What follows belongs to an exercise in optimizing a design on an open flow for small area, a short achievable clock period and few clock cycles; a production flow would make more cautious choices. The RTL of this run was laid out without a check of its function. No activity file was given, so power comes from the tool's default toggle rates.

### design/flow/design.v
`default_nettype none
package conv_pkg;
   typedef logic [8-1:0] pixel_t;
   typedef logic [8-1:0] weight_t;
   typedef logic [20-1:0] acc_t;
   typedef logic [$clog2(4 * 4)-1:0] pix_idx_t;
   typedef logic [$clog2(3 * 3)-1:0] tap_idx_t;
   typedef logic [$clog2(2 * 2)-1:0] win_idx_t;
   typedef logic [6-1:0] wb_adr_t;
   typedef logic [32-1:0] wb_data_t;
   typedef enum logic [1:0] {
      seq_idle,
      seq_run,
      seq_flush
   } seq_state_t;
endpackage
`default_nettype wire
`default_nettype none
module conv_mac_pp (
   input  wire logic [7:0] p0, p1, p2,
   input  wire logic [7:0] w0, w1, w2,
   output logic [47:0] cs
);
   logic [7:0] pp0 [8];
   logic [7:0] pp1 [8];
   logic [7:0] pp2 [8];
   always_comb
   begin
      for (int i = 0; i < 8; i++)
      begin
         pp0[i] = {8{p0[i]}} & w0;
         pp1[i] = {8{p1[i]}} & w1;
         pp2[i] = {8{p2[i]}} & w2;
      end
   end
   wire m1 = pp0[0][6] ^ pp0[1][5] ^ pp0[2][4];
   wire m2 = (pp0[0][6] & pp0[1][5]) | (pp0[0][6] & pp0[2][4]) | (pp0[1][5] & pp0[2][4]);
   wire m3 = pp0[0][7] ^ pp0[1][6] ^ pp0[2][5];
   wire m4 = (pp0[0][7] & pp0[1][6]) | (pp0[0][7] & pp0[2][5]) | (pp0[1][6] & pp0[2][5]);
   wire m5 = pp0[3][4] ^ pp0[4][3] ^ pp0[5][2];
   wire m6 = (pp0[3][4] & pp0[4][3]) | (pp0[3][4] & pp0[5][2]) | (pp0[4][3] & pp0[5][2]);
   wire m7 = pp0[6][1] ^ pp0[7][0] ^ pp1[0][7];
   wire m8 = (pp0[6][1] & pp0[7][0]) | (pp0[6][1] & pp1[0][7]) | (pp0[7][0] & pp1[0][7]);
   wire m9 = pp0[1][7] ^ pp0[2][6] ^ pp0[3][5];
   wire m10 = (pp0[1][7] & pp0[2][6]) | (pp0[1][7] & pp0[3][5]) | (pp0[2][6] & pp0[3][5]);
   wire m11 = pp0[4][4] ^ pp0[5][3] ^ pp0[6][2];
   wire m12 = (pp0[4][4] & pp0[5][3]) | (pp0[4][4] & pp0[6][2]) | (pp0[5][3] & pp0[6][2]);
   wire m13 = pp0[7][1] ^ pp1[1][7];
   wire m14 = pp0[7][1] & pp1[1][7];
   wire m15 = pp0[2][7] ^ pp0[3][6] ^ pp0[4][5];
   wire m16 = (pp0[2][7] & pp0[3][6]) | (pp0[2][7] & pp0[4][5]) | (pp0[3][6] & pp0[4][5]);
   wire m17 = pp0[0][4] ^ pp0[1][3] ^ pp0[2][2];
   wire m18 = (pp0[0][4] & pp0[1][3]) | (pp0[0][4] & pp0[2][2]) | (pp0[1][3] & pp0[2][2]);
   wire m19 = pp0[0][5] ^ pp0[1][4] ^ pp0[2][3];
   wire m20 = (pp0[0][5] & pp0[1][4]) | (pp0[0][5] & pp0[2][3]) | (pp0[1][4] & pp0[2][3]);
   wire m21 = pp0[3][2] ^ pp0[4][1] ^ pp0[5][0];
   wire m22 = (pp0[3][2] & pp0[4][1]) | (pp0[3][2] & pp0[5][0]) | (pp0[4][1] & pp0[5][0]);
   wire m23 = pp1[0][5] ^ pp1[1][4] ^ pp1[2][3];
   wire m24 = (pp1[0][5] & pp1[1][4]) | (pp1[0][5] & pp1[2][3]) | (pp1[1][4] & pp1[2][3]);
   wire m25 = pp0[3][3] ^ pp0[4][2] ^ pp0[5][1];
   wire m26 = (pp0[3][3] & pp0[4][2]) | (pp0[3][3] & pp0[5][1]) | (pp0[4][2] & pp0[5][1]);
   wire m27 = pp0[6][0] ^ pp1[0][6] ^ pp1[1][5];
   wire m28 = (pp0[6][0] & pp1[0][6]) | (pp0[6][0] & pp1[1][5]) | (pp1[0][6] & pp1[1][5]);
   wire m29 = pp1[2][4] ^ pp1[3][3] ^ pp1[4][2];
   wire m30 = (pp1[2][4] & pp1[3][3]) | (pp1[2][4] & pp1[4][2]) | (pp1[3][3] & pp1[4][2]);
   wire m31 = pp1[5][1] ^ pp1[6][0] ^ pp2[0][6];
   wire m32 = (pp1[5][1] & pp1[6][0]) | (pp1[5][1] & pp2[0][6]) | (pp1[6][0] & pp2[0][6]);
   wire m33 = pp2[1][5] ^ pp2[2][4];
   wire m34 = pp2[1][5] & pp2[2][4];
   wire m35 = pp1[1][6] ^ pp1[2][5] ^ pp1[3][4];
   wire m36 = (pp1[1][6] & pp1[2][5]) | (pp1[1][6] & pp1[3][4]) | (pp1[2][5] & pp1[3][4]);
   wire m37 = pp1[4][3] ^ pp1[5][2] ^ pp1[6][1];
   wire m38 = (pp1[4][3] & pp1[5][2]) | (pp1[4][3] & pp1[6][1]) | (pp1[5][2] & pp1[6][1]);
   wire m39 = pp1[7][0] ^ pp2[0][7] ^ pp2[1][6];
   wire m40 = (pp1[7][0] & pp2[0][7]) | (pp1[7][0] & pp2[1][6]) | (pp2[0][7] & pp2[1][6]);
   wire m41 = pp2[2][5] ^ pp2[3][4] ^ pp2[4][3];
   wire m42 = (pp2[2][5] & pp2[3][4]) | (pp2[2][5] & pp2[4][3]) | (pp2[3][4] & pp2[4][3]);
   wire m43 = pp2[5][2] ^ pp2[6][1] ^ pp2[7][0];
   wire m44 = (pp2[5][2] & pp2[6][1]) | (pp2[5][2] & pp2[7][0]) | (pp2[6][1] & pp2[7][0]);
   wire m45 = m3 ^ m5;
   wire m46 = m3 & m5;
   wire m47 = pp1[2][6] ^ pp1[3][5] ^ pp1[4][4];
   wire m48 = (pp1[2][6] & pp1[3][5]) | (pp1[2][6] & pp1[4][4]) | (pp1[3][5] & pp1[4][4]);
   wire m49 = pp1[5][3] ^ pp1[6][2] ^ pp1[7][1];
   wire m50 = (pp1[5][3] & pp1[6][2]) | (pp1[5][3] & pp1[7][1]) | (pp1[6][2] & pp1[7][1]);
   wire m51 = pp2[1][7] ^ pp2[2][6] ^ pp2[3][5];
   wire m52 = (pp2[1][7] & pp2[2][6]) | (pp2[1][7] & pp2[3][5]) | (pp2[2][6] & pp2[3][5]);
   wire m53 = pp2[4][4] ^ pp2[5][3] ^ pp2[6][2];
   wire m54 = (pp2[4][4] & pp2[5][3]) | (pp2[4][4] & pp2[6][2]) | (pp2[5][3] & pp2[6][2]);
   wire m55 = pp2[7][1] ^ m9 ^ m11;
   wire m56 = (pp2[7][1] & m9) | (pp2[7][1] & m11) | (m9 & m11);
   wire m57 = m13 ^ m4 ^ m6;
   wire m58 = (m13 & m4) | (m13 & m6) | (m4 & m6);
   wire m59 = pp0[5][4] ^ pp0[6][3] ^ pp0[7][2];
   wire m60 = (pp0[5][4] & pp0[6][3]) | (pp0[5][4] & pp0[7][2]) | (pp0[6][3] & pp0[7][2]);
   wire m61 = pp1[2][7] ^ pp1[3][6] ^ pp1[4][5];
   wire m62 = (pp1[2][7] & pp1[3][6]) | (pp1[2][7] & pp1[4][5]) | (pp1[3][6] & pp1[4][5]);
   wire m63 = pp1[5][4] ^ pp1[6][3] ^ pp1[7][2];
   wire m64 = (pp1[5][4] & pp1[6][3]) | (pp1[5][4] & pp1[7][2]) | (pp1[6][3] & pp1[7][2]);
   wire m65 = pp2[2][7] ^ pp2[3][6] ^ pp2[4][5];
   wire m66 = (pp2[2][7] & pp2[3][6]) | (pp2[2][7] & pp2[4][5]) | (pp2[3][6] & pp2[4][5]);
   wire m67 = pp2[5][4] ^ pp2[6][3] ^ pp2[7][2];
   wire m68 = (pp2[5][4] & pp2[6][3]) | (pp2[5][4] & pp2[7][2]) | (pp2[6][3] & pp2[7][2]);
   wire m69 = m15 ^ m10 ^ m12;
   wire m70 = (m15 & m10) | (m15 & m12) | (m10 & m12);
   wire m71 = pp0[3][7] ^ pp0[4][6] ^ pp0[5][5];
   wire m72 = (pp0[3][7] & pp0[4][6]) | (pp0[3][7] & pp0[5][5]) | (pp0[4][6] & pp0[5][5]);
   wire m73 = pp0[6][4] ^ pp0[7][3] ^ pp1[3][7];
   wire m74 = (pp0[6][4] & pp0[7][3]) | (pp0[6][4] & pp1[3][7]) | (pp0[7][3] & pp1[3][7]);
   wire m75 = pp1[4][6] ^ pp1[5][5] ^ pp1[6][4];
   wire m76 = (pp1[4][6] & pp1[5][5]) | (pp1[4][6] & pp1[6][4]) | (pp1[5][5] & pp1[6][4]);
   wire m77 = pp1[7][3] ^ pp2[3][7] ^ pp2[4][6];
   wire m78 = (pp1[7][3] & pp2[3][7]) | (pp1[7][3] & pp2[4][6]) | (pp2[3][7] & pp2[4][6]);
   wire m79 = pp2[5][5] ^ pp2[6][4];
   wire m80 = pp2[5][5] & pp2[6][4];
   wire m81 = pp0[4][7] ^ pp0[5][6] ^ pp0[6][5];
   wire m82 = (pp0[4][7] & pp0[5][6]) | (pp0[4][7] & pp0[6][5]) | (pp0[5][6] & pp0[6][5]);
   wire m83 = pp0[7][4] ^ pp1[4][7] ^ pp1[5][6];
   wire m84 = (pp0[7][4] & pp1[4][7]) | (pp0[7][4] & pp1[5][6]) | (pp1[4][7] & pp1[5][6]);
   wire m85 = pp0[0][3] ^ pp0[1][2] ^ pp0[2][1];
   wire m86 = (pp0[0][3] & pp0[1][2]) | (pp0[0][3] & pp0[2][1]) | (pp0[1][2] & pp0[2][1]);
   wire m87 = pp0[3][0] ^ pp1[0][3];
   wire m88 = pp0[3][0] & pp1[0][3];
   wire m89 = pp0[3][1] ^ pp0[4][0] ^ pp1[0][4];
   wire m90 = (pp0[3][1] & pp0[4][0]) | (pp0[3][1] & pp1[0][4]) | (pp0[4][0] & pp1[0][4]);
   wire m91 = pp1[1][3] ^ pp1[2][2] ^ pp1[3][1];
   wire m92 = (pp1[1][3] & pp1[2][2]) | (pp1[1][3] & pp1[3][1]) | (pp1[2][2] & pp1[3][1]);
   wire m93 = pp1[4][0] ^ pp2[0][4] ^ pp2[1][3];
   wire m94 = (pp1[4][0] & pp2[0][4]) | (pp1[4][0] & pp2[1][3]) | (pp2[0][4] & pp2[1][3]);
   wire m95 = pp1[3][2] ^ pp1[4][1] ^ pp1[5][0];
   wire m96 = (pp1[3][2] & pp1[4][1]) | (pp1[3][2] & pp1[5][0]) | (pp1[4][1] & pp1[5][0]);
   wire m97 = pp2[0][5] ^ pp2[1][4] ^ pp2[2][3];
   wire m98 = (pp2[0][5] & pp2[1][4]) | (pp2[0][5] & pp2[2][3]) | (pp2[1][4] & pp2[2][3]);
   wire m99 = pp2[3][2] ^ pp2[4][1] ^ pp2[5][0];
   wire m100 = (pp2[3][2] & pp2[4][1]) | (pp2[3][2] & pp2[5][0]) | (pp2[4][1] & pp2[5][0]);
   wire m101 = m19 ^ m21;
   wire m102 = m19 & m21;
   wire m103 = pp2[3][3] ^ pp2[4][2] ^ pp2[5][1];
   wire m104 = (pp2[3][3] & pp2[4][2]) | (pp2[3][3] & pp2[5][1]) | (pp2[4][2] & pp2[5][1]);
   wire m105 = pp2[6][0] ^ m1 ^ m25;
   wire m106 = (pp2[6][0] & m1) | (pp2[6][0] & m25) | (m1 & m25);
   wire m107 = m27 ^ m29 ^ m31;
   wire m108 = (m27 & m29) | (m27 & m31) | (m29 & m31);
   wire m109 = m33 ^ m20 ^ m22;
   wire m110 = (m33 & m20) | (m33 & m22) | (m20 & m22);
   wire m111 = m7 ^ m2 ^ m35;
   wire m112 = (m7 & m2) | (m7 & m35) | (m2 & m35);
   wire m113 = m37 ^ m39 ^ m41;
   wire m114 = (m37 & m39) | (m37 & m41) | (m39 & m41);
   wire m115 = m43 ^ m45 ^ m26;
   wire m116 = (m43 & m45) | (m43 & m26) | (m45 & m26);
   wire m117 = m28 ^ m30 ^ m32;
   wire m118 = (m28 & m30) | (m28 & m32) | (m30 & m32);
   wire m119 = m8 ^ m47 ^ m49;
   wire m120 = (m8 & m47) | (m8 & m49) | (m47 & m49);
   wire m121 = m51 ^ m53 ^ m55;
   wire m122 = (m51 & m53) | (m51 & m55) | (m53 & m55);
   wire m123 = m57 ^ m36 ^ m38;
   wire m124 = (m57 & m36) | (m57 & m38) | (m36 & m38);
   wire m125 = m40 ^ m42 ^ m44;
   wire m126 = (m40 & m42) | (m40 & m44) | (m42 & m44);
   wire m127 = m14 ^ m59 ^ m61;
   wire m128 = (m14 & m59) | (m14 & m61) | (m59 & m61);
   wire m129 = m63 ^ m65 ^ m67;
   wire m130 = (m63 & m65) | (m63 & m67) | (m65 & m67);
   wire m131 = m69 ^ m48 ^ m50;
   wire m132 = (m69 & m48) | (m69 & m50) | (m48 & m50);
   wire m133 = m52 ^ m54 ^ m56;
   wire m134 = (m52 & m54) | (m52 & m56) | (m54 & m56);
   wire m135 = pp2[7][3] ^ m16 ^ m71;
   wire m136 = (pp2[7][3] & m16) | (pp2[7][3] & m71) | (m16 & m71);
   wire m137 = m73 ^ m75 ^ m77;
   wire m138 = (m73 & m75) | (m73 & m77) | (m75 & m77);
   wire m139 = m79 ^ m60 ^ m62;
   wire m140 = (m79 & m60) | (m79 & m62) | (m60 & m62);
   wire m141 = m64 ^ m66 ^ m68;
   wire m142 = (m64 & m66) | (m64 & m68) | (m66 & m68);
   wire m143 = pp1[6][5] ^ pp1[7][4] ^ pp2[4][7];
   wire m144 = (pp1[6][5] & pp1[7][4]) | (pp1[6][5] & pp2[4][7]) | (pp1[7][4] & pp2[4][7]);
   wire m145 = pp2[5][6] ^ pp2[6][5] ^ pp2[7][4];
   wire m146 = (pp2[5][6] & pp2[6][5]) | (pp2[5][6] & pp2[7][4]) | (pp2[6][5] & pp2[7][4]);
   wire m147 = m81 ^ m83 ^ m72;
   wire m148 = (m81 & m83) | (m81 & m72) | (m83 & m72);
   wire m149 = m74 ^ m76 ^ m78;
   wire m150 = (m74 & m76) | (m74 & m78) | (m76 & m78);
   wire m151 = pp0[5][7] ^ pp0[6][6] ^ pp0[7][5];
   wire m152 = (pp0[5][7] & pp0[6][6]) | (pp0[5][7] & pp0[7][5]) | (pp0[6][6] & pp0[7][5]);
   wire m153 = pp1[5][7] ^ pp1[6][6] ^ pp1[7][5];
   wire m154 = (pp1[5][7] & pp1[6][6]) | (pp1[5][7] & pp1[7][5]) | (pp1[6][6] & pp1[7][5]);
   wire m155 = pp2[5][7] ^ pp2[6][6] ^ pp2[7][5];
   wire m156 = (pp2[5][7] & pp2[6][6]) | (pp2[5][7] & pp2[7][5]) | (pp2[6][6] & pp2[7][5]);
   wire m157 = pp0[0][2] ^ pp0[1][1] ^ pp0[2][0];
   wire m158 = (pp0[0][2] & pp0[1][1]) | (pp0[0][2] & pp0[2][0]) | (pp0[1][1] & pp0[2][0]);
   wire m159 = pp1[0][2] ^ pp1[1][1];
   wire m160 = pp1[0][2] & pp1[1][1];
   wire m161 = pp1[1][2] ^ pp1[2][1] ^ pp1[3][0];
   wire m162 = (pp1[1][2] & pp1[2][1]) | (pp1[1][2] & pp1[3][0]) | (pp1[2][1] & pp1[3][0]);
   wire m163 = pp2[0][3] ^ pp2[1][2] ^ pp2[2][1];
   wire m164 = (pp2[0][3] & pp2[1][2]) | (pp2[0][3] & pp2[2][1]) | (pp2[1][2] & pp2[2][1]);
   wire m165 = pp2[3][0] ^ m85;
   wire m166 = pp2[3][0] & m85;
   wire m167 = pp2[2][2] ^ pp2[3][1] ^ pp2[4][0];
   wire m168 = (pp2[2][2] & pp2[3][1]) | (pp2[2][2] & pp2[4][0]) | (pp2[3][1] & pp2[4][0]);
   wire m169 = m17 ^ m89 ^ m91;
   wire m170 = (m17 & m89) | (m17 & m91) | (m89 & m91);
   wire m171 = m93 ^ m86 ^ m88;
   wire m172 = (m93 & m86) | (m93 & m88) | (m86 & m88);
   wire m173 = m23 ^ m18 ^ m95;
   wire m174 = (m23 & m18) | (m23 & m95) | (m18 & m95);
   wire m175 = m97 ^ m99 ^ m101;
   wire m176 = (m97 & m99) | (m97 & m101) | (m99 & m101);
   wire m177 = m90 ^ m92 ^ m94;
   wire m178 = (m90 & m92) | (m90 & m94) | (m92 & m94);
   wire m179 = m24 ^ m103 ^ m105;
   wire m180 = (m24 & m103) | (m24 & m105) | (m103 & m105);
   wire m181 = m107 ^ m109 ^ m96;
   wire m182 = (m107 & m109) | (m107 & m96) | (m109 & m96);
   wire m183 = m98 ^ m100 ^ m102;
   wire m184 = (m98 & m100) | (m98 & m102) | (m100 & m102);
   wire m185 = m34 ^ m111 ^ m113;
   wire m186 = (m34 & m111) | (m34 & m113) | (m111 & m113);
   wire m187 = m115 ^ m117 ^ m104;
   wire m188 = (m115 & m117) | (m115 & m104) | (m117 & m104);
   wire m189 = m106 ^ m108 ^ m110;
   wire m190 = (m106 & m108) | (m106 & m110) | (m108 & m110);
   wire m191 = m46 ^ m119 ^ m121;
   wire m192 = (m46 & m119) | (m46 & m121) | (m119 & m121);
   wire m193 = m123 ^ m125 ^ m112;
   wire m194 = (m123 & m125) | (m123 & m112) | (m125 & m112);
   wire m195 = m114 ^ m116 ^ m118;
   wire m196 = (m114 & m116) | (m114 & m118) | (m116 & m118);
   wire m197 = m58 ^ m127 ^ m129;
   wire m198 = (m58 & m127) | (m58 & m129) | (m127 & m129);
   wire m199 = m131 ^ m133 ^ m120;
   wire m200 = (m131 & m133) | (m131 & m120) | (m133 & m120);
   wire m201 = m122 ^ m124 ^ m126;
   wire m202 = (m122 & m124) | (m122 & m126) | (m124 & m126);
   wire m203 = m70 ^ m135 ^ m137;
   wire m204 = (m70 & m135) | (m70 & m137) | (m135 & m137);
   wire m205 = m139 ^ m141 ^ m128;
   wire m206 = (m139 & m141) | (m139 & m128) | (m141 & m128);
   wire m207 = m130 ^ m132 ^ m134;
   wire m208 = (m130 & m132) | (m130 & m134) | (m132 & m134);
   wire m209 = m80 ^ m143 ^ m145;
   wire m210 = (m80 & m143) | (m80 & m145) | (m143 & m145);
   wire m211 = m147 ^ m149 ^ m136;
   wire m212 = (m147 & m149) | (m147 & m136) | (m149 & m136);
   wire m213 = m138 ^ m140 ^ m142;
   wire m214 = (m138 & m140) | (m138 & m142) | (m140 & m142);
   wire m215 = m82 ^ m84 ^ m151;
   wire m216 = (m82 & m84) | (m82 & m151) | (m84 & m151);
   wire m217 = m153 ^ m155 ^ m144;
   wire m218 = (m153 & m155) | (m153 & m144) | (m155 & m144);
   wire m219 = m146 ^ m148 ^ m150;
   wire m220 = (m146 & m148) | (m146 & m150) | (m148 & m150);
   wire m221 = pp0[6][7] ^ pp0[7][6] ^ pp1[6][7];
   wire m222 = (pp0[6][7] & pp0[7][6]) | (pp0[6][7] & pp1[6][7]) | (pp0[7][6] & pp1[6][7]);
   wire m223 = pp1[7][6] ^ pp2[6][7] ^ pp2[7][6];
   wire m224 = (pp1[7][6] & pp2[6][7]) | (pp1[7][6] & pp2[7][6]) | (pp2[6][7] & pp2[7][6]);
   wire m225 = m152 ^ m154 ^ m156;
   wire m226 = (m152 & m154) | (m152 & m156) | (m154 & m156);
   wire m227 = pp0[0][1] ^ pp0[1][0] ^ pp1[0][1];
   wire m228 = (pp0[0][1] & pp0[1][0]) | (pp0[0][1] & pp1[0][1]) | (pp0[1][0] & pp1[0][1]);
   wire m229 = pp1[2][0] ^ pp2[0][2] ^ pp2[1][1];
   wire m230 = (pp1[2][0] & pp2[0][2]) | (pp1[2][0] & pp2[1][1]) | (pp2[0][2] & pp2[1][1]);
   wire m231 = pp2[2][0] ^ m157;
   wire m232 = pp2[2][0] & m157;
   wire m233 = m87 ^ m161 ^ m163;
   wire m234 = (m87 & m161) | (m87 & m163) | (m161 & m163);
   wire m235 = m165 ^ m158 ^ m160;
   wire m236 = (m165 & m158) | (m165 & m160) | (m158 & m160);
   wire m237 = m167 ^ m169 ^ m171;
   wire m238 = (m167 & m169) | (m167 & m171) | (m169 & m171);
   wire m239 = m162 ^ m164 ^ m166;
   wire m240 = (m162 & m164) | (m162 & m166) | (m164 & m166);
   wire m241 = m173 ^ m175 ^ m177;
   wire m242 = (m173 & m175) | (m173 & m177) | (m175 & m177);
   wire m243 = m168 ^ m170 ^ m172;
   wire m244 = (m168 & m170) | (m168 & m172) | (m170 & m172);
   wire m245 = m179 ^ m181 ^ m183;
   wire m246 = (m179 & m181) | (m179 & m183) | (m181 & m183);
   wire m247 = m174 ^ m176 ^ m178;
   wire m248 = (m174 & m176) | (m174 & m178) | (m176 & m178);
   wire m249 = m185 ^ m187 ^ m189;
   wire m250 = (m185 & m187) | (m185 & m189) | (m187 & m189);
   wire m251 = m180 ^ m182 ^ m184;
   wire m252 = (m180 & m182) | (m180 & m184) | (m182 & m184);
   wire m253 = m191 ^ m193 ^ m195;
   wire m254 = (m191 & m193) | (m191 & m195) | (m193 & m195);
   wire m255 = m186 ^ m188 ^ m190;
   wire m256 = (m186 & m188) | (m186 & m190) | (m188 & m190);
   wire m257 = m197 ^ m199 ^ m201;
   wire m258 = (m197 & m199) | (m197 & m201) | (m199 & m201);
   wire m259 = m192 ^ m194 ^ m196;
   wire m260 = (m192 & m194) | (m192 & m196) | (m194 & m196);
   wire m261 = m203 ^ m205 ^ m207;
   wire m262 = (m203 & m205) | (m203 & m207) | (m205 & m207);
   wire m263 = m198 ^ m200 ^ m202;
   wire m264 = (m198 & m200) | (m198 & m202) | (m200 & m202);
   wire m265 = m209 ^ m211 ^ m213;
   wire m266 = (m209 & m211) | (m209 & m213) | (m211 & m213);
   wire m267 = m204 ^ m206 ^ m208;
   wire m268 = (m204 & m206) | (m204 & m208) | (m206 & m208);
   wire m269 = m215 ^ m217 ^ m219;
   wire m270 = (m215 & m217) | (m215 & m219) | (m217 & m219);
   wire m271 = m210 ^ m212 ^ m214;
   wire m272 = (m210 & m212) | (m210 & m214) | (m212 & m214);
   wire m273 = m221 ^ m223 ^ m225;
   wire m274 = (m221 & m223) | (m221 & m225) | (m223 & m225);
   wire m275 = m216 ^ m218 ^ m220;
   wire m276 = (m216 & m218) | (m216 & m220) | (m218 & m220);
   wire m277 = pp0[7][7] ^ pp1[7][7] ^ pp2[7][7];
   wire m278 = (pp0[7][7] & pp1[7][7]) | (pp0[7][7] & pp2[7][7]) | (pp1[7][7] & pp2[7][7]);
   wire m279 = m222 ^ m224 ^ m226;
   wire m280 = (m222 & m224) | (m222 & m226) | (m224 & m226);
   wire m281 = pp1[1][0] ^ pp2[0][1];
   wire m282 = pp1[1][0] & pp2[0][1];
   wire m283 = m159 ^ m229 ^ m231;
   wire m284 = (m159 & m229) | (m159 & m231) | (m229 & m231);
   wire m285 = m233 ^ m235 ^ m230;
   wire m286 = (m233 & m235) | (m233 & m230) | (m235 & m230);
   wire m287 = m237 ^ m239 ^ m234;
   wire m288 = (m237 & m239) | (m237 & m234) | (m239 & m234);
   wire m289 = m241 ^ m243 ^ m238;
   wire m290 = (m241 & m243) | (m241 & m238) | (m243 & m238);
   wire m291 = m245 ^ m247 ^ m242;
   wire m292 = (m245 & m247) | (m245 & m242) | (m247 & m242);
   wire m293 = m249 ^ m251 ^ m246;
   wire m294 = (m249 & m251) | (m249 & m246) | (m251 & m246);
   wire m295 = m253 ^ m255 ^ m250;
   wire m296 = (m253 & m255) | (m253 & m250) | (m255 & m250);
   wire m297 = m257 ^ m259 ^ m254;
   wire m298 = (m257 & m259) | (m257 & m254) | (m259 & m254);
   wire m299 = m261 ^ m263 ^ m258;
   wire m300 = (m261 & m263) | (m261 & m258) | (m263 & m258);
   wire m301 = m265 ^ m267 ^ m262;
   wire m302 = (m265 & m267) | (m265 & m262) | (m267 & m262);
   wire m303 = m269 ^ m271 ^ m266;
   wire m304 = (m269 & m271) | (m269 & m266) | (m271 & m266);
   wire m305 = m273 ^ m275 ^ m270;
   wire m306 = (m273 & m275) | (m273 & m270) | (m275 & m270);
   wire m307 = m277 ^ m279 ^ m274;
   wire m308 = (m277 & m279) | (m277 & m274) | (m279 & m274);
   assign cs[0] = pp0[0][0];   
   assign cs[1] = pp1[0][0];   
   assign cs[2] = pp2[0][0];   
   assign cs[3] = pp2[1][0];   
   assign cs[4] = m227;   
   assign cs[5] = m281;   
   assign cs[6] = m228;   
   assign cs[7] = m283;   
   assign cs[8] = m282;   
   assign cs[9] = m232;   
   assign cs[10] = m285;   
   assign cs[11] = m284;   
   assign cs[12] = m236;   
   assign cs[13] = m287;   
   assign cs[14] = m286;   
   assign cs[15] = m240;   
   assign cs[16] = m289;   
   assign cs[17] = m288;   
   assign cs[18] = m244;   
   assign cs[19] = m291;   
   assign cs[20] = m290;   
   assign cs[21] = m248;   
   assign cs[22] = m293;   
   assign cs[23] = m292;   
   assign cs[24] = m252;   
   assign cs[25] = m295;   
   assign cs[26] = m294;   
   assign cs[27] = m256;   
   assign cs[28] = m297;   
   assign cs[29] = m296;   
   assign cs[30] = m260;   
   assign cs[31] = m299;   
   assign cs[32] = m298;   
   assign cs[33] = m264;   
   assign cs[34] = m301;   
   assign cs[35] = m300;   
   assign cs[36] = m268;   
   assign cs[37] = m303;   
   assign cs[38] = m302;   
   assign cs[39] = m272;   
   assign cs[40] = m305;   
   assign cs[41] = m304;   
   assign cs[42] = m276;   
   assign cs[43] = m307;   
   assign cs[44] = m306;   
   assign cs[45] = m278;   
   assign cs[46] = m280;   
   assign cs[47] = m308;   
endmodule
module conv_mac_acc (
   input  wire logic [47:0] cs,
   input  wire logic [19:0] acc_in,
   output logic [19:0] sum
);
   wire a1 = cs[0] ^ cs[1];
   wire a2 = cs[0] & cs[1];
   wire a3 = cs[3] ^ cs[4] ^ cs[5];
   wire a4 = (cs[3] & cs[4]) | (cs[3] & cs[5]) | (cs[4] & cs[5]);
   wire a5 = cs[6] ^ cs[7] ^ cs[8];
   wire a6 = (cs[6] & cs[7]) | (cs[6] & cs[8]) | (cs[7] & cs[8]);
   wire a7 = cs[9] ^ cs[10] ^ cs[11];
   wire a8 = (cs[9] & cs[10]) | (cs[9] & cs[11]) | (cs[10] & cs[11]);
   wire a9 = cs[12] ^ cs[13] ^ cs[14];
   wire a10 = (cs[12] & cs[13]) | (cs[12] & cs[14]) | (cs[13] & cs[14]);
   wire a11 = cs[15] ^ cs[16] ^ cs[17];
   wire a12 = (cs[15] & cs[16]) | (cs[15] & cs[17]) | (cs[16] & cs[17]);
   wire a13 = cs[18] ^ cs[19] ^ cs[20];
   wire a14 = (cs[18] & cs[19]) | (cs[18] & cs[20]) | (cs[19] & cs[20]);
   wire a15 = cs[21] ^ cs[22] ^ cs[23];
   wire a16 = (cs[21] & cs[22]) | (cs[21] & cs[23]) | (cs[22] & cs[23]);
   wire a17 = cs[24] ^ cs[25] ^ cs[26];
   wire a18 = (cs[24] & cs[25]) | (cs[24] & cs[26]) | (cs[25] & cs[26]);
   wire a19 = cs[27] ^ cs[28] ^ cs[29];
   wire a20 = (cs[27] & cs[28]) | (cs[27] & cs[29]) | (cs[28] & cs[29]);
   wire a21 = cs[30] ^ cs[31] ^ cs[32];
   wire a22 = (cs[30] & cs[31]) | (cs[30] & cs[32]) | (cs[31] & cs[32]);
   wire a23 = cs[33] ^ cs[34] ^ cs[35];
   wire a24 = (cs[33] & cs[34]) | (cs[33] & cs[35]) | (cs[34] & cs[35]);
   wire a25 = cs[36] ^ cs[37] ^ cs[38];
   wire a26 = (cs[36] & cs[37]) | (cs[36] & cs[38]) | (cs[37] & cs[38]);
   wire a27 = cs[39] ^ cs[40] ^ cs[41];
   wire a28 = (cs[39] & cs[40]) | (cs[39] & cs[41]) | (cs[40] & cs[41]);
   wire a29 = cs[42] ^ cs[43] ^ cs[44];
   wire a30 = (cs[42] & cs[43]) | (cs[42] & cs[44]) | (cs[43] & cs[44]);
   wire a31 = cs[45] ^ cs[46] ^ cs[47];
   wire a32 = (cs[45] & cs[46]) | (cs[45] & cs[47]) | (cs[46] & cs[47]);
   wire a33 = cs[2] ^ acc_in[0];
   wire a34 = cs[2] & acc_in[0];
   wire a35 = acc_in[1] ^ a3 ^ a2;
   wire a36 = (acc_in[1] & a3) | (acc_in[1] & a2) | (a3 & a2);
   wire a37 = acc_in[2] ^ a5 ^ a4;
   wire a38 = (acc_in[2] & a5) | (acc_in[2] & a4) | (a5 & a4);
   wire a39 = acc_in[3] ^ a7 ^ a6;
   wire a40 = (acc_in[3] & a7) | (acc_in[3] & a6) | (a7 & a6);
   wire a41 = acc_in[4] ^ a9 ^ a8;
   wire a42 = (acc_in[4] & a9) | (acc_in[4] & a8) | (a9 & a8);
   wire a43 = acc_in[5] ^ a11 ^ a10;
   wire a44 = (acc_in[5] & a11) | (acc_in[5] & a10) | (a11 & a10);
   wire a45 = acc_in[6] ^ a13 ^ a12;
   wire a46 = (acc_in[6] & a13) | (acc_in[6] & a12) | (a13 & a12);
   wire a47 = acc_in[7] ^ a15 ^ a14;
   wire a48 = (acc_in[7] & a15) | (acc_in[7] & a14) | (a15 & a14);
   wire a49 = acc_in[8] ^ a17 ^ a16;
   wire a50 = (acc_in[8] & a17) | (acc_in[8] & a16) | (a17 & a16);
   wire a51 = acc_in[9] ^ a19 ^ a18;
   wire a52 = (acc_in[9] & a19) | (acc_in[9] & a18) | (a19 & a18);
   wire a53 = acc_in[10] ^ a21 ^ a20;
   wire a54 = (acc_in[10] & a21) | (acc_in[10] & a20) | (a21 & a20);
   wire a55 = acc_in[11] ^ a23 ^ a22;
   wire a56 = (acc_in[11] & a23) | (acc_in[11] & a22) | (a23 & a22);
   wire a57 = acc_in[12] ^ a25 ^ a24;
   wire a58 = (acc_in[12] & a25) | (acc_in[12] & a24) | (a25 & a24);
   wire a59 = acc_in[13] ^ a27 ^ a26;
   wire a60 = (acc_in[13] & a27) | (acc_in[13] & a26) | (a27 & a26);
   wire a61 = acc_in[14] ^ a29 ^ a28;
   wire a62 = (acc_in[14] & a29) | (acc_in[14] & a28) | (a29 & a28);
   wire a63 = acc_in[15] ^ a31 ^ a30;
   wire a64 = (acc_in[15] & a31) | (acc_in[15] & a30) | (a31 & a30);
   wire a65 = acc_in[16] ^ a32;
   wire a66 = acc_in[16] & a32;
   logic [19:0] ra;
   logic [19:0] rb;
   assign ra = {acc_in[19], acc_in[18], acc_in[17], a65, a63, a61, a59, a57, a55, a53, a51, a49, a47, a45, a43, a41, a39, a37, a35, a1};
   assign rb = {1'b0, 1'b0, a66, a64, a62, a60, a58, a56, a54, a52, a50, a48, a46, a44, a42, a40, a38, a36, a34, a33};
   assign sum = ra + rb;
endmodule
`default_nettype wire
`default_nettype none
module conv_top (
   input  wire logic clk,
   input  wire logic reset,
   input  wire logic cyc,
   input  wire logic stb,
   input  wire logic we,
   input  wire conv_pkg::wb_adr_t adr,
   input  wire conv_pkg::wb_data_t dat_w,
   output wire logic ack,
   output wire conv_pkg::wb_data_t dat_r
);
   logic [7:0] image [16];
   logic [7:0] kernel [9];
   logic [19:0] result [4];
   logic [19:0] acc [4];
   logic run;               
   logic [3:0] rdy;         
   logic done_flag;         
   logic slow_pend;         
   logic req;
   logic is_img;
   logic is_ker;
   logic is_res;
   logic is_ctl;
   logic fast_rd;
   logic wr_go;
   logic start;
   logic slow_go;
   logic rdy_hit;
   logic wb_v;
   logic [4:0] wb_a;
   logic [7:0] wb_d;
   assign req = cyc && stb;
   assign is_img = (adr[5:4] == 2'b00);
   assign is_ker = (adr[5:4] == 2'b01) && (adr[3:0] < 4'd9);
   assign is_res = (adr[5:2] == 4'b1000);
   assign is_ctl = (adr == 6'h28);
   assign fast_rd = is_res || is_ctl;
   assign wr_go = req && we && !run;
   assign start = wr_go && is_ctl && dat_w[0];
   assign slow_go = req && !we && !fast_rd && !slow_pend && !wb_v;
   assign rdy_hit = |(rdy & (4'b0001 << adr[1:0]));
   assign ack = req && ((we && !run)
                        || (!we && (slow_pend || is_ctl || (is_res && rdy_hit))));
   logic [19:0] res_sel;
   logic [19:0] fast_data;
   logic [7:0] slow_data;
   assign res_sel = done_flag ? result[adr[1:0]] : 20'd0;
   assign fast_data = adr[3] ? {18'd0, done_flag, 1'b0} : res_sel;
   assign dat_r = slow_pend ? {24'd0, slow_data} : {12'd0, fast_data};
   always_ff @(posedge clk)
   begin
      wb_a <= adr[4:0];
      wb_d <= dat_w[7:0];
      if (reset)
      begin
         wb_v <= 1'b0;
         slow_pend <= 1'b0;
      end
      else
      begin
         wb_v <= wr_go && (is_img || is_ker);
         slow_pend <= slow_go;
      end
   end
   logic wb_img;
   logic wb_ker;
   logic [7:0] wdata;
   assign wb_img = wb_v && !wb_a[4];
   assign wb_ker = wb_v && wb_a[4];
   assign wdata = reset ? 8'd0 : wb_d;
   always_ff @(posedge clk)
   begin
      for (int i = 0; i < 16; i++)
         if (reset || (wb_img && wb_a[3:0] == 4'(i)))
            image[i] <= wdata;
      for (int i = 0; i < 9; i++)
         if (reset || (wb_ker && wb_a[3:0] == 4'(i)))
            kernel[i] <= wdata;
   end
   logic [1:0] issued [4];   
   logic [3:0] wdone;        
   logic [3:0] last_pix;     
   logic [3:0] restart;
   logic [3:0] block;
   logic [1:0] wb_krow;
   assign wb_krow = (wb_a[3:0] < 4'd3) ? 2'd0 : (wb_a[3:0] < 4'd6) ? 2'd1 : 2'd2;
   always_comb
   begin
      for (int w = 0; w < 4; w++)
      begin
         logic [2:0] dr;
         logic [2:0] dc;
         logic touch;
         logic [1:0] j;
         dr = {1'b0, wb_a[3:2]} - 3'(w / 2);
         dc = {1'b0, wb_a[1:0]} - 3'(w % 2);
         touch = wb_ker || (wb_img && dr <= 3'd2 && dc <= 3'd2);
         j = wb_ker ? wb_krow : dr[1:0];
         restart[w] = touch && (j < issued[w]);
         block[w] = touch && (j == issued[w]);
      end
   end
   logic [3:0] cand;
   logic pick_v;
   logic [1:0] pick_w;
   logic [1:0] pick_r;
   always_comb
   begin
      for (int w = 0; w < 4; w++)
      begin
         logic [3:0] need;
         need = {(2'(w / 2) + issued[w]), 2'(w % 2)} + 4'd2;
         cand[w] = (issued[w] != 2'd3) && !restart[w] && !block[w]
                   && (run || last_pix >= need);
      end
      pick_v = |cand && !slow_go;
      pick_w = cand[0] ? 2'd0 : cand[1] ? 2'd1 : cand[2] ? 2'd2 : 2'd3;
      pick_r = issued[pick_w];
   end
   logic [1:0] ker_row;
   logic [1:0] ker_col;
   logic [3:0] sel_prow;    
   logic sel_wc;            
   logic [2:0] sel_krow;    
   assign ker_row = (adr[3:0] < 4'd3) ? 2'd0 : (adr[3:0] < 4'd6) ? 2'd1 : 2'd2;
   assign ker_col = (adr[3:0] == 4'd0 || adr[3:0] == 4'd3 || adr[3:0] == 4'd6) ? 2'd0
                    : (adr[3:0] == 4'd1 || adr[3:0] == 4'd4 || adr[3:0] == 4'd7) ? 2'd1 : 2'd2;
   always_comb
   begin
      if (slow_go)
      begin
         sel_prow = 4'b0001 << adr[3:2];
         sel_wc = adr[0];
         sel_krow = 3'b001 << ker_row;
      end
      else
      begin
         sel_prow = 4'b0001 << (2'(pick_w[1]) + pick_r);
         sel_wc = pick_w[0];
         sel_krow = 3'b001 << pick_r;
      end
   end
   logic [7:0] rowpix [4];
   logic [7:0] p0, p1, p2;
   logic [7:0] w0, w1, w2;
   always_comb
   begin
      for (int c = 0; c < 4; c++)
      begin
         rowpix[c] = 8'd0;
         for (int r = 0; r < 4; r++)
            rowpix[c] = rowpix[c] | ({8{sel_prow[r]}} & image[r * 4 + c]);
      end
      w0 = 8'd0;
      w1 = 8'd0;
      w2 = 8'd0;
      for (int k = 0; k < 3; k++)
      begin
         w0 = w0 | ({8{sel_krow[k]}} & kernel[k * 3 + 0]);
         w1 = w1 | ({8{sel_krow[k]}} & kernel[k * 3 + 1]);
         w2 = w2 | ({8{sel_krow[k]}} & kernel[k * 3 + 2]);
      end
   end
   assign p0 = sel_wc ? rowpix[1] : rowpix[0];
   assign p1 = sel_wc ? rowpix[2] : rowpix[1];
   assign p2 = sel_wc ? rowpix[3] : rowpix[2];
   logic s_v;
   logic [1:0] s_w;
   logic [1:0] s_r;
   logic [7:0] s_p0, s_p1, s_p2;
   logic [7:0] s_w0, s_w1, s_w2;
   logic [4:0] rd_sel;      
   always_ff @(posedge clk)
   begin
      s_w <= pick_w;
      s_r <= pick_r;
      s_p0 <= p0;
      s_p1 <= p1;
      s_p2 <= p2;
      s_w0 <= w0;
      s_w1 <= w1;
      s_w2 <= w2;
      if (slow_go)
      begin
         rd_sel <= 5'd0;
         if (is_img)
            rd_sel <= adr[1] ? 5'b00010 : 5'b00001;
         if (is_ker)
            rd_sel <= 5'b00100 << ker_col;
      end
   end
   assign slow_data = ({8{rd_sel[0]}} & s_p0) | ({8{rd_sel[1]}} & s_p2)
                      | ({8{rd_sel[2]}} & s_w0) | ({8{rd_sel[3]}} & s_w1)
                      | ({8{rd_sel[4]}} & s_w2);
   logic [47:0] cs;
   conv_mac_pp i_pp (
      .p0(s_p0), .p1(s_p1), .p2(s_p2),
      .w0(s_w0), .w1(s_w1), .w2(s_w2),
      .cs(cs)
   );
   logic [3:0] m_en;        
   logic [3:0] m_sel;       
   logic m_last;            
   logic [47:0] m_cs;
   always_ff @(posedge clk)
   begin
      m_last <= (s_r == 2'd2);
      m_cs <= cs;
   end
   logic [19:0] acc_in;
   logic [19:0] sum;
   always_comb
   begin
      acc_in = 20'd0;
      for (int w = 0; w < 4; w++)
         acc_in = acc_in | ({20{m_sel[w]}} & acc[w]);
   end
   conv_mac_acc i_acc (
      .cs(m_cs),
      .acc_in(acc_in),
      .sum(sum)
   );
   always_ff @(posedge clk)
   begin
      for (int w = 0; w < 4; w++)
         if (m_en[w])
            acc[w] <= sum;
   end
   logic [3:0] commit;
   assign commit = {4{run}} & wdone & ~rdy;
   always_ff @(posedge clk)
   begin
      for (int w = 0; w < 4; w++)
         if (commit[w])
            result[w] <= acc[w];
   end
   always_ff @(posedge clk)
   begin
      if (reset)
      begin
         s_v <= 1'b0;
         m_en <= 4'd0;
         m_sel <= 4'd0;
         for (int w = 0; w < 4; w++)
            issued[w] <= 2'd0;
         wdone <= 4'd0;
         last_pix <= 4'd0;
         run <= 1'b0;
         rdy <= 4'b1111;
         done_flag <= 1'b0;
      end
      else
      begin
         s_v <= pick_v;
         m_en <= (s_v && !restart[s_w]) ? (4'b0001 << s_w) : 4'd0;
         m_sel <= (s_v && !restart[s_w] && s_r != 2'd0) ? (4'b0001 << s_w) : 4'd0;
         for (int w = 0; w < 4; w++)
         begin
            if (restart[w])
            begin
               issued[w] <= 2'd0;
               wdone[w] <= 1'b0;
            end
            else
            begin
               if (pick_v && pick_w == 2'(w))
                  issued[w] <= issued[w] + 2'd1;
               if (m_en[w] && m_last)
                  wdone[w] <= 1'b1;
            end
         end
         if (wb_img)
            last_pix <= wb_a[3:0];
         if (start)
         begin
            run <= 1'b1;
            rdy <= 4'b0000;
            done_flag <= 1'b1;
         end
         else if (run)
         begin
            rdy <= rdy | commit;
            if (&rdy)
               run <= 1'b0;
         end
      end
   end
endmodule
`default_nettype wire
### design/flow/run.sh
#!/bin/bash
# synth_recipe.tcl (not shown) runs the flow's synth.tcl, then flattens the netlist and writes it again
# the make line also repeats each setting of config.mk as NAME=value (left out here)
make -C /OpenROAD-flow-scripts/flow DESIGN_CONFIG=/design/flow/config.mk WORK_HOME=/design/flow/orfs CLKGATE_MAP_FILE= SYNTH_SCRIPT=/design/flow/synth_recipe.tcl finish
### design/flow/config.mk
export PLATFORM = sky130hd
export DESIGN_NAME = conv_top
export DESIGN_NICKNAME = conv_top
export VERILOG_FILES = /design/flow/design.v
export SDC_FILE = /design/flow/constraint.sdc
export NUM_CORES = 4
export LEC_CHECK = 0
export ABC_CLOCK_PERIOD_IN_PS = 4000
export CAP_MARGIN = 20
export CORE_MARGIN = 2
export CORE_UTILIZATION = 40
export SETUP_SLACK_MARGIN = 4.5
export SLEW_MARGIN = 20
### design/flow/constraint.sdc
create_clock -name core_clock -period 9.0 [get_ports {clk}]
set_input_delay 1.8000 -clock core_clock [delete_from_list [all_inputs] [get_ports {clk}]]
set_output_delay 1.8000 -clock core_clock [all_outputs]
set_load 0.01 [all_outputs]
==> run summary <==
total global-route track usage between 20% and 30%; Detailed Route Iter0 Violations approximately 1,400; Synth Register Bits slightly above 500; grt total ovfl 0; Core Rows 93; Final Hold Vio Count 0; share of cells above drive strength 1 14.9%; worst setup path class in2out; Worst path slowest cell mux4_2; CP endpoint kind primary output; Core Area 0.0642 mm^2; CTS tree built; top-count cell post-synth edfxtp_1; Tcrit/Tclk final 55.2%; Synth Cell Area 0.0259 mm^2; initial antenna violation count 0; Mean Syn Cell Area 12.9 um^2; Finished Cell Area 0.0302 mm^2; CP cell instances buf_12, buf_12, mux4_2, mux2_4, a21oi_2, a211oi_2, buf_2; # hold bufs at CTS 0; via/cell ratio 5.52; dpl ws 2.03 ns; Max Freq 201 MHz; first-pass GRT wire length around 100,000 um; maxcap violations 0; Num CTS Buffers 53; vias in the first global route 17,147; post-synth top area cell edfxtp_1; Ports 76; Synth area leaders edfxtp_1, fa_1, dfxtp_1, and2_1, ha_1; Routed WL between 60,000 and 70,000 um; vias post-DR 16,512; Clock Root Buffer clkbuf_16; Final setup violation count 0; pins over their slew limit 0; Leak 0.0116 uW; clock skew approximately 0.029 ns; power per cell area 259 mW/mm^2; switch share 33.1%; share of the synthesized area in the top cell type 42.3%; critical path's most frequent cell buf_12; Psw 2590 uW; drt drc 0; nets 2,368; Clock power frac 28.3%; Tmin final around 5.0 ns; Synth top cells by count edfxtp_1, fa_1, inv_1; Die ar. 0.0668 mm^2; Slew HR 25.2%; post-synthesis sequential area ratio 53.7%; status finished clean; Clock Sinks 512; Die W around 260 um; startpoint types primary input; Bufs on Longest Clock Path 3; maximum VDD drop 235 uV; crit path max fanout 5; placed cell area 0.0272 mm^2; Distinct cells, synth just over 80; Placed Cells 2,835; CP max stage delay 0.52 ns; Pint 5230 uW; IO buf count 39; DPL Wire Length 44,700 um; number of warnings issued by yosys 11; Hold Path Class reg2reg; RSZ-0062 raised after global routing yes; Min-Delay Path Depth 0; Die Y 258 um; EDFF count, synth roughly 370; Area growth syn-to-layout 16.6%; Final ANT Viol Nets 0; DR WL/cell about 23 um; sequential share of power 40.0%; Starting Density 40.3%; Async S/R FF share, synth 0%; WP data arrival between 3 and 4 ns; pin count of the biggest net entering global routing between 50 and 60; drt pass-1 iters 7; TNS Setup 0 ns; Clock Latency Late Sink between 0.6 and 0.7 ns; Primary FF master, synth edfxtp_1; R2R depth 18; combinational power share 31.7%; # diodes 0; Cell Count, Final, Fillers Out 2,991; htree depth 2; Final WS setup approximately 4.0 ns; post-synthesis cell count 2,005; Worst Tran Pin Value 1.12 ns; RePlAce Congestion 0.853; clock-pin slew on the worst setup and hold paths 0.06 ns; data required time of the worst path 7.20 ns
==> stage by stage <==
stage | utilization (%) | hold WS (ns) | power (uW)
2_1_floorplan | - | 0.410 | 4760
3_3_place_gp | 42.3 | 0.422 | 5510
3_5_place_dp | 42.3 | 0.433 | 5600
4_1_cts | 46.4 | 0.434 | 7840
5_1_grt | 47.0 | 0.451 | 8300
6_report | 47.0 | 0.438 | 7820
==> state kept, by name (all words and copies together), names as in the netlist, 4 cells and up <==
signal	flops
acc	80
image	128
issued	8
kernel	72
last_pix	4
m_cs	48
m_en	4
m_sel	4
rd_sel	5
rdy	4
result	80
s_p0	8
s_p1	8
s_p2	8
s_w0	8
s_w1	8
s_w2	8
wb_a	5
wb_d	8
wdone	4
==> cells in the final DEF (no fill, tap or decap), types with 9 or more instances in the layout <==
master	synthesis	layout
clkdlybuf4s50_1	0	13
clkbuf_1	57	12
a211oi_1	14	10
buf_4	19	46
and2_1	157	148
conb_1	1	12
mux2i_1	66	64
inv_1	166	163
nand2_1	159	156
nor3_1	25	23
o21bai_1	12	11
buf_6	4	15
o31ai_1	12	10
buf_2	12	18
dfxtp_1	147	142
clkinv_2	0	10
mux4_2	21	21
o211a_1	9	9
a22oi_1	38	38
nand4_1	19	19
ha_1	58	53
nand2b_1	11	11
and2_4	1	10
xnor2_1	16	16
nand3_1	25	24
fa_1	175	175
buf_12	0	14
nor2_1	68	60
a21o_1	20	20
clkbuf_16	0	56
edfxtp_1	365	365
a21oi_1	58	50
a22o_1	22	22
o2111ai_1	14	11
and4_1	11	11
a31oi_1	45	39
o21ai_0	43	39
o221ai_1	10	10
==> layout make-up <==
type | count | area, um^2
tap | 855 | 1070
clock buffer | 73 | 1490
timing repair buffer | 118 | 1320
clock inverter | 26 | 275
inverter | 167 | 644
multi-input combinational | 1240 | 11500
fill | 5678 | 34100
sequential | 512 | 13900
==> per-layer routing <==
layer	vias to the layer above	share of wire (%)	track usage, %
met1	8422	41	26.2
met2	600	50	35.9
met4	0	3.6	7.84
met3	164	6.1	3.06
met5	-	0	0
li1	7326	-	-
==> timing repair <==
action	CTS	global route
buffers inserted	33	12
resized for setup	185	55
gates cloned	10	2
setup endpoints to repair	73	73
pin swaps	21	11
==> power groups by stage <==
stage / Clock (uW) / Combinational [uW] / Sequential, uW
finish: 2210 / 2480 / 3130
detailed placement: 0 / 2430 / 3170
global route: 2340 / 2830 / 3140
global placement: 0 / 2350 / 3160
floorplan: 0 / 1700 / 3060
CTS: 2240 / 2480 / 3120
==> critical path: cells and delay by family <==
kind,cells,cell delay [ns]
compound gates,2,0.19
buf+inv,3,0.37
mux,2,0.81
==> kinds of logic after synthesis <==
kind of cell / share of synthesized area (%)
mux: 4.61
fa+ha+maj: 16.3
xor+xnor: 0.710
compound gates: 9.54
flops: 53.7
other cells: 0.0145
simple gates: 10.8
buf+inv: 4.32
==> final timing paths <==
kind / startpoint / slack [ns] / end
worst max-delay path: adr[0] / 4.03 / ack
worst min-delay path: acc[1][0] / 0.44 / result[1][0]
worst max register to register: wb_a[2] / 4.61 / s_p2[4]
worst min register to register: acc[1][0] / 0.44 / result[1][0]

## re-timing with driven ports
How much do the figures lean on ideal ports? The routed layout below was timed once more, with nothing changed but the port constraints.
Step 1 sets driving cells, clkbuf_16 on the clock port and buf_2 on the other inputs (assumed; they add their load-dependent delay and slew).
Step 2 times the ports against the registers' clock, not the clock port: input delays grow and output delays shrink by t, the midpoint of the rising clock arrivals with the driver on.
Three values: ideal, step 1, step 2; two values: the first two.
shift t [ns]: 0.666
setup slack, ns: 4.035 / 3.972 / 3.972
hold WS [ns]: 0.438 / 0.438 / 0.438
clock arrival spread, ns: 0.029 / 0.030
After both steps setup and hold are still met in this run. For this run, drivers alone change the setup slack by -0.063 ns; drivers and shift together by -0.063 ns.
